From an optimization exercise on the open Yosys and OpenROAD flow, aimed at small area, a short achievable clock period and few clock cycles per item; shortcuts taken in it are not production practice. Function was checked by simulation only, so behaviour that the tests miss may differ from the original. Power and IR drop assume default switching activity.

--- flow/design.v ---
package spq_pkg;
  localparam int unsigned ValW    = 32;
  localparam int unsigned CmdW    = 2;
  localparam int unsigned StatusW = 3;
  localparam logic [CmdW-1:0] CmdInsert = 2'd0;
  localparam logic [CmdW-1:0] CmdDelete = 2'd1;
  localparam logic [CmdW-1:0] CmdList   = 2'd2;
  localparam logic [StatusW-1:0] StDone     = 3'd0;
  localparam logic [StatusW-1:0] StOverflow = 3'd1;
  localparam logic [StatusW-1:0] StEmpty    = 3'd2;
  localparam logic [StatusW-1:0] StNotFound = 3'd3;
  localparam logic [StatusW-1:0] StListed   = 3'd4;
  typedef struct packed {
    logic                   ins;
    logic                   del;
    logic                   rot;
    logic signed [ValW-1:0] val;
  } cell_ctrl_t;
endpackage
module spq_cell (
  input  logic                            clk_i,
  input  logic                            sel_left_i,
  input  logic                            sel_right_i,
  input  logic                            sel_new_i,
  input  logic [spq_pkg::ValW-1:0]        left_i,
  input  logic [spq_pkg::ValW-1:0]        right_i,
  input  logic [spq_pkg::ValW-1:0]        new_i,
  output logic [spq_pkg::ValW-1:0]        val_o
);
  logic [spq_pkg::ValW-1:0] val_q;
  logic                     hold;
  assign hold = !(sel_left_i || sel_right_i || sel_new_i);
  always_ff @(posedge clk_i) begin
    val_q <= ({spq_pkg::ValW{hold}}        & val_q)
           | ({spq_pkg::ValW{sel_left_i}}  & left_i)
           | ({spq_pkg::ValW{sel_right_i}} & right_i)
           | ({spq_pkg::ValW{sel_new_i}}   & new_i);
  end
  assign val_o = val_q;
endmodule
module sorted_priority_queue #(
  parameter int unsigned DEPTH = 32
) (
  input  logic                                   clk_i,
  input  logic                                   rst_ni,
  input  logic                                   in_valid_i,
  output logic                                   in_stall_o,
  input  logic [spq_pkg::CmdW-1:0]               cmd_i,
  input  logic signed [spq_pkg::ValW-1:0]        value_i,
  output logic                                   out_valid_o,
  input  logic                                   out_stall_i,
  output logic [spq_pkg::StatusW-1:0]            status_o,
  output logic signed [spq_pkg::ValW-1:0]        entry_o,
  output logic                                   last_o
);
  localparam int unsigned W    = spq_pkg::ValW;
  localparam int unsigned CntW = $clog2(DEPTH + 1);
  localparam int unsigned RcW  = $clog2(DEPTH);
  function automatic logic go_f(input logic xv, input logic [spq_pkg::CmdW-1:0] cmd,
                                input logic [RcW-1:0] rc, input logic [CntW-1:0] cnt,
                                input logic outfull);
    logic lbusy, lword, lrot;
    lbusy = xv && (cmd == spq_pkg::CmdList) && (cnt != '0);
    lword = lbusy && (CntW'(rc) < cnt);
    lrot  = lbusy && (!lword || !outfull);
    if (lbusy) go_f = lrot && (rc == RcW'(DEPTH - 1));
    else       go_f = xv && !outfull;
  endfunction
  logic [W-1:0]       vals [DEPTH];
  logic [DEPTH-1:0]   sel_l, sel_r, sel_n;
  logic                        x_v_q;
  logic [spq_pkg::CmdW-1:0]    x_cmd_q;
  logic [W-1:0]                x_val_q;
  logic [RcW-1:0]              rc_q;
  logic [CntW-1:0]             cnt_q;
  logic                        hd_v_q, sk_v_q;
  logic [spq_pkg::StatusW-1:0] hd_st_q, sk_st_q;
  logic [W-1:0]                hd_e_q, sk_e_q;
  logic                        hd_l_q, sk_l_q;
  logic                        in_stall_q;
  logic [DEPTH-1:0] le, eq;
  always_comb begin
    for (int i = 0; i < DEPTH; i++) begin
      le[i] = ({!vals[i][W-1], vals[i][W-2:0]} <= {!x_val_q[W-1], x_val_q[W-2:0]});
      eq[i] = (vals[i] == x_val_q);
    end
  end
  logic [DEPTH-1:0] occ, t;
  logic any, full, empty, out_full;
  logic x_ins, x_del, lbusy, lword, rot, do_ins, do_del, go;
  logic push;
  logic [spq_pkg::StatusW-1:0] p_st;
  logic [W-1:0] p_e;
  logic p_l;
  always_comb begin
    for (int i = 0; i < DEPTH; i++) begin
      occ[i] = (CntW'(i) < cnt_q);
    end
  end
  assign t        = le | ~occ;
  assign any      = |(eq & occ);
  assign full     = (cnt_q == CntW'(DEPTH));
  assign empty    = (cnt_q == '0);
  assign out_full = sk_v_q;
  assign x_ins  = x_v_q && (x_cmd_q == spq_pkg::CmdInsert);
  assign x_del  = x_v_q && (x_cmd_q == spq_pkg::CmdDelete);
  assign lbusy  = x_v_q && (x_cmd_q == spq_pkg::CmdList) && !empty;
  assign lword  = lbusy && (CntW'(rc_q) < cnt_q);
  assign rot    = lbusy && (!lword || !out_full);
  assign do_ins = x_ins && !full && !out_full;
  assign do_del = x_del && any && !out_full;
  assign go     = go_f(x_v_q, x_cmd_q, rc_q, cnt_q, out_full);
  always_comb begin
    push = 1'b0;
    p_st = spq_pkg::StDone;
    p_e  = '0;
    p_l  = 1'b1;
    if (lbusy) begin
      push = lword && !out_full;
      p_st = spq_pkg::StListed;
      p_e  = vals[0];
      p_l  = (CntW'(rc_q) == cnt_q - 1'b1);
    end else begin
      push = x_v_q && !out_full;
      if (x_ins) begin
        p_st = full ? spq_pkg::StOverflow : spq_pkg::StDone;
      end else if (x_del) begin
        p_st = empty ? spq_pkg::StEmpty : (any ? spq_pkg::StDone : spq_pkg::StNotFound);
      end else begin
        p_st = spq_pkg::StEmpty;
      end
    end
  end
  for (genvar g = 0; g < DEPTH; g++) begin : g_sel
    logic tl;
    if (g == 0) begin : g_first
      assign tl = 1'b0;
    end else begin : g_rest
      assign tl = t[g-1];
    end
    assign sel_l[g] = do_ins && tl;
    assign sel_n[g] = do_ins && t[g] && !tl;
    assign sel_r[g] = (do_del && t[g]) || rot;
  end
  for (genvar g = 0; g < DEPTH; g++) begin : g_cell
    logic [W-1:0] lv, rv;
    if (g == 0) begin : g_first
      assign lv = x_val_q;
    end else begin : g_mid
      assign lv = vals[g-1];
    end
    if (g == DEPTH - 1) begin : g_last
      assign rv = vals[0];
    end else begin : g_inner
      assign rv = vals[g+1];
    end
    spq_cell u_cell (
      .clk_i       (clk_i),
      .sel_left_i  (sel_l[g]),
      .sel_right_i (sel_r[g]),
      .sel_new_i   (sel_n[g]),
      .left_i      (lv),
      .right_i     (rv),
      .new_i       (x_val_q),
      .val_o       (vals[g])
    );
  end
  logic                     acc, x_v_d, hd_v_d, sk_v_d, pop;
  logic [CntW-1:0]          cnt_d;
  logic [RcW-1:0]           rc_d;
  logic [spq_pkg::CmdW-1:0] x_cmd_d;
  assign acc     = in_valid_i && !in_stall_q;
  assign pop     = hd_v_q && !out_stall_i;
  assign x_v_d   = (acc && (cmd_i != 2'd3)) || (x_v_q && !go);
  assign x_cmd_d = acc ? cmd_i : x_cmd_q;
  assign cnt_d   = do_ins ? cnt_q + 1'b1 : (do_del ? cnt_q - 1'b1 : cnt_q);
  assign rc_d    = rot ? rc_q + 1'b1 : rc_q;
  assign sk_v_d  = sk_v_q ? !pop : (hd_v_q && !pop && push);
  assign hd_v_d  = (hd_v_q && !pop) || sk_v_q || push;
  always_ff @(posedge clk_i or negedge rst_ni) begin
    if (!rst_ni) begin
      x_v_q      <= 1'b0;
      cnt_q      <= '0;
      rc_q       <= '0;
      hd_v_q     <= 1'b0;
      sk_v_q     <= 1'b0;
      in_stall_q <= 1'b0;
    end else begin
      x_v_q      <= x_v_d;
      cnt_q      <= cnt_d;
      rc_q       <= rc_d;
      hd_v_q     <= hd_v_d;
      sk_v_q     <= sk_v_d;
      in_stall_q <= x_v_d && !go_f(x_v_d, x_cmd_d, rc_d, cnt_d, sk_v_d);
    end
  end
  always_ff @(posedge clk_i) begin
    if (acc) begin
      x_cmd_q <= cmd_i;
      x_val_q <= value_i;
    end
    if (!hd_v_q || pop) begin
      if (sk_v_q) begin
        hd_st_q <= sk_st_q;
        hd_e_q  <= sk_e_q;
        hd_l_q  <= sk_l_q;
      end else begin
        hd_st_q <= p_st;
        hd_e_q  <= p_e;
        hd_l_q  <= p_l;
      end
    end
    if (!sk_v_q) begin
      sk_st_q <= p_st;
      sk_e_q  <= p_e;
      sk_l_q  <= p_l;
    end
  end
  assign in_stall_o  = in_stall_q;
  assign out_valid_o = hd_v_q;
  assign status_o    = hd_st_q;
  assign entry_o     = hd_e_q;
  assign last_o      = hd_l_q;
endmodule
--- flow/run.sh ---
#!/bin/bash
# synth_recipe.tcl (not shown) runs the flow's synth.tcl, then flattens the netlist and writes it again
# the make line also repeats each setting of config.mk as NAME=value (left out here)
make -C /OpenROAD-flow-scripts/flow DESIGN_CONFIG=/design/flow/config.mk WORK_HOME=/design/flow/orfs CLKGATE_MAP_FILE= SYNTH_SCRIPT=/design/flow/synth_recipe.tcl finish
--- flow/config.mk ---
export PLATFORM = sky130hd
export DESIGN_NAME = sorted_priority_queue
export DESIGN_NICKNAME = sorted_priority_queue
export VERILOG_FILES = /design/flow/design.v
export SDC_FILE = /design/flow/constraint.sdc
export NUM_CORES = 4
export LEC_CHECK = 0
export CAP_MARGIN = 20
export CORE_MARGIN = 2
export CORE_UTILIZATION = 40
export SLEW_MARGIN = 20
--- flow/constraint.sdc ---
create_clock -name core_clock -period 10.0 [get_ports {clk_i}]
set_input_delay 2.0000 -clock core_clock [delete_from_list [all_inputs] [get_ports {clk_i}]]
set_output_delay 2.0000 -clock core_clock [all_outputs]
set_load 0.01 [all_outputs]
==> results.sh <==
export IMPL_ys_warn_count=3
export IMPL_syn2layout_area_growth_pct=11.5
export IMPL_synth_avg_cell_area_um2=9.51
export IMPL_num_rows=153
export IMPL_fill_cells=16600
export IMPL_fin_tns_setup_ps=0
export IMPL_critPathLaunch="x_val_q[28]"
export IMPL_drt_first_pass_iters=12
export IMPL_grt_use_total_pct=32.5
export IMPL_use_met2_pct=48.6
export IMPL_final_common_cell="dfxtp_1"
export IMPL_worstSetupPathType="flip-flop to flip-flop"
export IMPL_crit_family="simple AND/OR/NAND/NOR gates"
export IMPL_report_final_slew_viol_count=0
export IMPL_critical_path_max_stage_delay_ps=820
export IMPL_num_nets_final=8349
export IMPL_worst_slew_pin_slew_ps=1270
export IMPL_synthFlopType="dfxtp_1"
export IMPL_setup_violations=0
export IMPL_drc=0
export IMPL_hpwl_um=211000
export IMPL_worstPathMaxFanout=32
export IMPL_grt_setup_unrepaired="false"
export IMPL_relSlewSlack_pct=14.6
export IMPL_grt_overflow=0
export IMPL_drv_cap=0
export IMPL_synth_seq_cells=1145
export IMPL_end_kind="flip-flop"
export IMPL_ys_types=76
export IMPL_crit_top_cell="buf_4"
export IMPL_cts_sinks=1145
export IMPL_synth_area_um2=70300
export IMPL_ctsLongestPathBuffers=3
export IMPL_syn_num_nets=8465
export IMPL_via_per_inst=6.94
export IMPL_cp_arrival_ps=7970
export IMPL_clk_latency_ps=810
export IMPL_drt_wl_total_um=303000
export IMPL_grt_pass1_vias=63700
export IMPL_ir_drop_v=0.000225
export IMPL_path_cells="buf_4, inv_2, buf_4, ha_1, nand4_1, nor4_1, nand4b_1, o2111ai_1, nor4_2, a41oi_2, and2_2, a21o_1, buf_4, nor3_2, buf_4, a221o_1"
export IMPL_max_freq_mhz=137
export IMPL_cts_htree_levels=4
export IMPL_grt_pass1_wl_um=443000
export IMPL_fin_crit_ps=7290
export IMPL_powerDensity_nw_per_um2=333
export IMPL_layout_common_cells="dfxtp_1, ha_1, inv_1"
export IMPL_period_share_pct=72.9
export IMPL_cts_buffers=136
export IMPL_busiest_layer="met2"
export IMPL_clk_pin_slew_ps=60
export IMPL_initial_core_util_pct=40.4
export IMPL_synthCells=7388
export IMPL_vias=67400
export IMPL_combPwrFrac_pct=43.4
export IMPL_power_uw=26100
export IMPL_met3_usage_pct=7.61
export IMPL_tritoncts="done"
export IMPL_worstSetupStartpointType="flip-flop"
export IMPL_fp_dieH_um=423
export IMPL_pin_count=76
export IMPL_drt_iter0_drc=11100
export IMPL_hp_start="sk_st_q[2]"
export IMPL_power_switching_uw=12400
export IMPL_fp_dieW_um=423
export IMPL_grt_antenna_before_repair=3
export IMPL_grt_max_degree=66
export IMPL_wire_per_inst_um=31.2
export IMPL_yosysSeqAreaShare_pct=33.7
export IMPL_hold_buffers=0
export IMPL_core_um2=174000
export IMPL_outcome="timing/DRC/antenna clean"
export IMPL_post_cts_setup_buffer_count=0
export IMPL_dieArea_um2=179000
export IMPL_critPathRequiredTime_ps=10680
export IMPL_pwr_share_clk_pct=20.1
export IMPL_drive_gt1_share_pct=7.63
export IMPL_hold_viol=0
export IMPL_sw_frac_of_total_pct=47.5
export IMPL_p_leak_uw=0.0348
export IMPL_reg2reg_slack_ps=2710
export IMPL_critPathBufInv=5
export IMPL_timing_rr_start="x_val_q[28]"
export IMPL_skew_ps=42.1
export IMPL_seq_power_share_pct=36.5
export IMPL_ant_nets=0
export IMPL_cp_slowest_cell="nor4_1"
export IMPL_gp_congestion=0.989
export IMPL_synth_async_sr_flop_share_pct=1.31
export IMPL_internal_power_uw=13700
export IMPL_cts_resized=0
export IMPL_clockRootBuffer="clkbuf_16"
export IMPL_hp_class="flip-flop to flip-flop"
export IMPL_io_buffers=75
export IMPL_use_met1_pct=42.9
export IMPL_synth_edf_count=68
cell type report:
| type | instances | area [um^2] | share of cell area, % |
|---|---|---|---|
| Antenna cell | 4 | 10.0 | 0.0128 |
| Clock buffer | 193 | 3980 | 5.08 |
| Clock inverter | 52 | 608 | 0.776 |
| Inverter | 549 | 2060 | 2.63 |
| Multi-Input combinational cell | 5151 | 42700 | 54.5 |
| Sequential cell | 1145 | 23700 | 30.2 |
| Tap cell | 2325 | 2910 | 3.71 |
| Timing Repair Buffer | 289 | 2410 | 3.08 |
flip-flops by register name (all words and copies together), names as in the netlist:
name	count
g_cell.u_cell.val_q	1024
hd_e_q	32
sk_e_q	32
x_val_q	32
cnt_q	6
rc_q	5
hd_st_q	3
sk_st_q	3
x_cmd_q	2
hd_l_q	1
hd_v_q	1
in_stall_q	1
sk_l_q	1
sk_v_q	1
x_v_q	1
cell families after synthesis:
| family | count (synthesis) | share of synthesized area [%] |
|---|---|---|
| compound gates | 2908 | 33.0 |
| xor+xnor | 12 | 0.150 |
| fa+ha+maj | 1039 | 18.5 |
| buf+inv | 1092 | 6.22 |
| flops | 1145 | 33.7 |
| mux | 4 | 0.0605 |
| simple gates | 1188 | 8.44 |
metrics by stage:
stage	hold slack [ps]	cell area (um^2)	cells	setup WS, ps	util (%)
after floorplan	424	70300	7388	5320	-
after global placement	435	73700	9456	3170	42.3
after detailed placement	441	73700	9458	3170	42.3
after CTS	455	78300	9703	3160	45.0
after global routing	470	78300	9705	2700	45.0
final	449	78300	9708	2710	45.0
Yosys cell counts, drive strengths merged (20+ instances only):
| library cell | instances | area [um^2] |
|---|---|---|
| o21ai | 499 | 2500 |
| nor2b | 70 | 438 |
| a22o | 480 | 4200 |
| o21a | 68 | 510 |
| nand2 | 479 | 1800 |
| nand4 | 252 | 1580 |
| nand3 | 46 | 230 |
| a21oi | 290 | 1450 |
| buf | 109 | 686 |
| nor4 | 44 | 294 |
| inv | 547 | 2050 |
| edfxtp | 68 | 2040 |
| dfxtp | 1062 | 21300 |
| o31a | 21 | 184 |
| o211ai | 30 | 225 |
| o2111ai | 36 | 315 |
| and2 | 30 | 188 |
| clkbuf | 434 | 1630 |
| a21o | 362 | 2720 |
| nor3 | 60 | 345 |
| ha | 1039 | 13000 |
| nand2b | 24 | 150 |
| a222oi | 512 | 5120 |
| nor2 | 128 | 485 |
| a221o | 478 | 4780 |
| o221ai | 20 | 175 |
| or3 | 27 | 209 |
| a211o | 25 | 219 |
power by group through the flow:
stage / Clock [uW] / Sequential, uW / Combinational (uW)
floorplan: 0 / 7980 / 7750
finish: 5230 / 9520 / 11300
detailed placement: 0 / 9440 / 10900
global route: 5450 / 9610 / 12300
CTS: 5250 / 9350 / 11000
global placement: 0 / 9440 / 10600
per-layer routing:
layer  vias up  wire length (um)  part of all wire [%]
met2      4256            128000                    42
li1      29400                 -                     -
met1     32800            121000                    40
met4         0             19100                   6.3
met5         -                 0                     0
met3       946             34100                    11
path summary, 6_finish.rpt:
| path | end | cells after the start |
|---|---|---|
| min in group asynchronous | sk_v_q | 1 |
| min reg2reg | sk_st_q[2] | 1 |
| max reg2reg | g_cell[27].u_cell.val_q[19] | 16 |
| max in group asynchronous | rc_q[2] | 1 |
| min | sk_st_q[2] | 1 |
| max | g_cell[27].u_cell.val_q[19] | 16 |
Testbench counts, summed over its fixed seeds: cycles 45,561, items 24,000.

==> what the ideal ports hide <==
How much do the figures lean on ideal ports? The routed layout below was timed once more, with nothing changed but the port constraints. Step 1 assumes that a clkbuf_16 drives the clock port and a buf_2 every other input. Step 2 adds t to the input delays and takes it off the output delays; t is the mean of the earliest and latest rising clock arrival at the registers after step 1. Input paths then give back, and output paths get back, about the clock's delay inside the block. a / b / c = no drivers / after step 1 / after step 2; a / b = the first two.
t (ns): 0.873
slack for setup (ns): 2.712 / 2.712 / 2.712
worst setup path after step 2: register to register
cell pins on the clock port's net: 1
After both steps setup and hold are still met in this run. The setup slack of this run moves by 0.000 ns with the drivers and by 0.000 ns with both steps.
